This is an optimization exercise on Yosys and OpenROAD, whose aim is small area, not a production implementation. In this exercise RTL edits were held to simulation tests only and were not proved equivalent to the original. Power and IR drop assume default switching activity.

// alu_operand_stage
module alu_operand_stage
(
  input  logic              clk,
  input  logic              rst,
  input  logic              in_valid,
  output logic              in_ready,
  input  logic [2:0]        in_sel,
  input  logic [REG_AW-1:0] in_rs,
  input  logic [REG_AW-1:0] in_rt,
  input  logic [REG_AW-1:0] in_rd,
  output logic              out_valid,
  input  logic              out_ready,
  output logic [DATA_W-1:0] out_a,
  output logic [DATA_W-1:0] out_b,
  output logic [2:0]        out_sel,
  output logic [REG_AW-1:0] out_rd,
  input  logic              wb_en,
  input  logic [REG_AW-1:0] wb_addr,
  input  logic [DATA_W-1:0] wb_data,
  output logic [15:0]       stall_cnt
);
  localparam int OUT_W = 2 * DATA_W + 3 + REG_AW;
  logic [NUM_REGS-1:1][DATA_W-1:0] mem, mem_d;
  logic [NUM_REGS-1:1] valid, pending;
  logic [NUM_REGS-1:1] wsel, nwsel, sel_a, sel_b, dec_rs, dec_rt, dec_rd, dec_wb;
  logic [DATA_W-1:0]   rd_a, rd_b;
  logic [OUT_W-1:0]    out_q, out_d, out_n;
  logic                hazard, slot_free, accept, nacc;
  always_comb begin
    for (int i = 1; i < NUM_REGS; i++) begin
      dec_rs[i] = (in_rs   == REG_AW'(i));
      dec_rt[i] = (in_rt   == REG_AW'(i));
      dec_rd[i] = (in_rd   == REG_AW'(i));
      dec_wb[i] = (wb_addr == REG_AW'(i));
    end
  end
  assign wsel  = dec_wb & {(NUM_REGS-1){wb_en}};
  assign nwsel = ~wsel;
  for (genvar i = 1; i < NUM_REGS; i++) begin : g_reg
    for (genvar j = 0; j < DATA_W; j++) begin : g_bit
      alu_hold u_hold (.w(wsel[i]), .nw(nwsel[i]), .d(wb_data[j]), .q(mem[i][j]),
                       .y(mem_d[i][j]));
    end
  end
  always_ff @(posedge clk) mem <= mem_d;
  always_ff @(posedge clk) begin
    if (rst) valid <= '0;
  ...
Size: about 3800 cells after synthesis, roughly 150 I/O pins.
==> flow/config.mk <==
export PLATFORM = sky130hd
export DESIGN_NAME = alu_operand_stage
export DESIGN_NICKNAME = alu_operand_stage
export VERILOG_FILES = /design/flow/design.v
export SDC_FILE = /design/flow/constraint.sdc
export NUM_CORES = 4
export LEC_CHECK = 0
export CAP_MARGIN = 20
export CORE_MARGIN = 2
export CORE_UTILIZATION = 40
export SLEW_MARGIN = 20
export SYNTH_HIERARCHICAL = 1
export SYNTH_MINIMUM_KEEP_SIZE = 0
==> flow/constraint.sdc <==
create_clock -name core_clock -period 5.5 [get_ports {clk}]
set_input_delay 1.1000 -clock core_clock [delete_from_list [all_inputs] [get_ports {clk}]]
set_output_delay 1.1000 -clock core_clock [all_outputs]
set_load 0.01 [all_outputs]
standard.sh (not shown) runs the stock make flow with config.mk's settings and CLKGATE_MAP_FILE= SYNTH_SCRIPT=/design/flow/synth_recipe.tcl, a recipe that flattens the netlist after the stock synthesis.
==> flow/flow/run.sh <==
#!/bin/bash
set -e
export CTS_ARGS="-sink_clustering_enable -repair_clock_nets -dont_use_dummy_load -sink_clustering_size 20 -sink_clustering_max_diameter 120 -buf_list {sky130_fd_sc_hd__clkbuf_16}"
export BUFFER_PORTS_ARGS="-inputs -outputs -buffer_cell sky130_fd_sc_hd__buf_2"
bash standard.sh > standard.log 2>&1
Then changed:
==> flow/flow/run.sh (replaced) <==
#!/bin/bash
set -e
export CTS_ARGS="-sink_clustering_enable -repair_clock_nets -dont_use_dummy_load -sink_clustering_size 12 -sink_clustering_max_diameter 120 -buf_list {sky130_fd_sc_hd__clkbuf_8}"
export BUFFER_PORTS_ARGS="-inputs -outputs -buffer_cell sky130_fd_sc_hd__buf_2"
bash standard.sh > standard.log 2>&1
- CORE_UTILIZATION: 40 -> 55
- PLACE_DENSITY: not set -> 0.7
The new run completed without violations. Sequential share of layout area increases by 0.93 points. Wire length decreases by 4.9%. Design area decreases by 2.0%. First-iteration DRC count increases by 7.5%. Clock skew increases by 0.033 ns. Die area decreases by 27%. Setup slack gains 0.12 ns. Total power decreases by 3.0%.

alu_operand_stage again, from the RTL that the note above started with.
==> flow/config.mk <==
export PLATFORM = sky130hd
export DESIGN_NAME = alu_operand_stage
export DESIGN_NICKNAME = alu_operand_stage
export VERILOG_FILES = /design/flow/design.v
export SDC_FILE = /design/flow/constraint.sdc
export NUM_CORES = 4
export LEC_CHECK = 0
export CAP_MARGIN = 20
export CORE_MARGIN = 2
export CORE_UTILIZATION = 40
export SLEW_MARGIN = 20
export SYNTH_HIERARCHICAL = 1
export SYNTH_MINIMUM_KEEP_SIZE = 0
==> flow/constraint.sdc <==
create_clock -name core_clock -period 5.5 [get_ports {clk}]
set_input_delay 1.1000 -clock core_clock [delete_from_list [all_inputs] [get_ports {clk}]]
set_output_delay 1.1000 -clock core_clock [all_outputs]
set_load 0.01 [all_outputs]
==> flow/flow/run.sh <==
#!/bin/bash
set -e
cp standard.sh standard_sh.txt
export CTS_ARGS="-sink_clustering_enable -repair_clock_nets -dont_use_dummy_load -buf_list {sky130_fd_sc_hd__clkbuf_4 sky130_fd_sc_hd__clkbuf_8}"
bash standard.sh > standard.log 2>&1
Then changed:
==> flow/run.sh (new file) <==
#!/bin/bash
# synth_recipe.tcl (not shown) runs the flow's synth.tcl, then flattens the netlist and writes it again
# the make line also repeats each setting of config.mk as NAME=value (left out here)
make -C /OpenROAD-flow-scripts/flow DESIGN_CONFIG=/design/flow/config.mk WORK_HOME=/design/flow/orfs CLKGATE_MAP_FILE= SYNTH_SCRIPT=/design/flow/synth_recipe.tcl finish
removed: flow/flow/run.sh
removed: flow/standard.sh
The changed run completed without violations. Die area does not change. Core utilization goes up by 1.4 points. Non-clock buffer count does not change. Clock skew came out lower by 0.078 ns. Wire length stays flat. Count of clock-buffer cells in the layout fell by 27. Fmax is lower by 0.52%.

Another version of the RTL of alu_operand_stage (not shown whole).
For scale: ~3700 cells after synthesis, roughly 1100 flip-flops, ~150 I/O pins, roughly 44000 sq um of cells after synthesis.
export LEC_CHECK = 0
export CAP_MARGIN = 20
export CORE_MARGIN = 2
export CORE_UTILIZATION = 55
export PLACE_DENSITY = 0.7
export SLEW_MARGIN = 20
export SYNTH_HIERARCHICAL = 1
export SYNTH_MINIMUM_KEEP_SIZE = 0
create_clock -name core_clock -period 5.5 [get_ports {clk}]
==> flow/flow/run.sh <==
#!/bin/bash
set -e
export CTS_ARGS="-sink_clustering_enable -repair_clock_nets -dont_use_dummy_load -sink_clustering_size 15 -sink_clustering_max_diameter 100 -buf_list {sky130_fd_sc_hd__clkbuf_8}"
export BUFFER_PORTS_ARGS="-inputs -outputs -buffer_cell sky130_fd_sc_hd__buf_1"
bash standard.sh > standard.log 2>&1
==> next run, changes <==
==> flow/flow/run.sh (replaced) <==
#!/bin/bash
set -e
export CTS_ARGS="-sink_clustering_enable -repair_clock_nets -dont_use_dummy_load -sink_clustering_size 12 -sink_clustering_max_diameter 120 -buf_list {sky130_fd_sc_hd__clkbuf_8}"
export BUFFER_PORTS_ARGS="-inputs -outputs -buffer_cell sky130_fd_sc_hd__buf_2"
bash standard.sh > standard.log 2>&1
=>
- The new run completed with no timing, DRC or antenna violations
- wire length is about the same
- final area is about the same
- die area is unchanged
- clock power grows by 9.8%
- non-clock buffer count shrinks by 52

[re-timing with driven ports]
Ports are ideal in the flow. The routed layouts listed here were re-timed in OpenROAD. Step 1 (the two cells are an assumption about what drives the block):
set clk [get_ports {clk}]
set_driving_cell -lib_cell sky130_fd_sc_hd__clkbuf_16 $clk
set_driving_cell -lib_cell sky130_fd_sc_hd__buf_2 [delete_from_list [all_inputs] $clk]
Step 2, shift: input delay + t, output delay - t, t = (earliest + latest rising clock arrival at the registers) / 2. This alone moves slack from input paths to output paths. a / b / c = ideal ports / drivers / drivers and shift; a / b = the first two.
run | shift t [ns] | setup slack, ns | cell pins on the clock port's net
the first run of note 1 | 0.730 | 0.885 / 0.857 / 0.792 | 1
the second run of note 1 | 0.826 | 1.001 / 0.980 / 0.595 | 1
the first run of note 2 | 0.912 | 0.213 / 0.191 / 0.191 | 1
the second run of note 2 | 0.792 | 0.186 / 0.165 / 0.052 | 1
the first run of note 3 | 0.782 | 0.951 / 0.926 / 0.764 | 1
the second run of note 3 | 0.823 | 1.123 / 1.099 / 1.010 | 1
After both steps setup and hold are still met in every run listed. For the second run of note 1, which loses most, drivers alone change the setup slack by -0.021 ns; drivers and shift together by -0.406 ns.
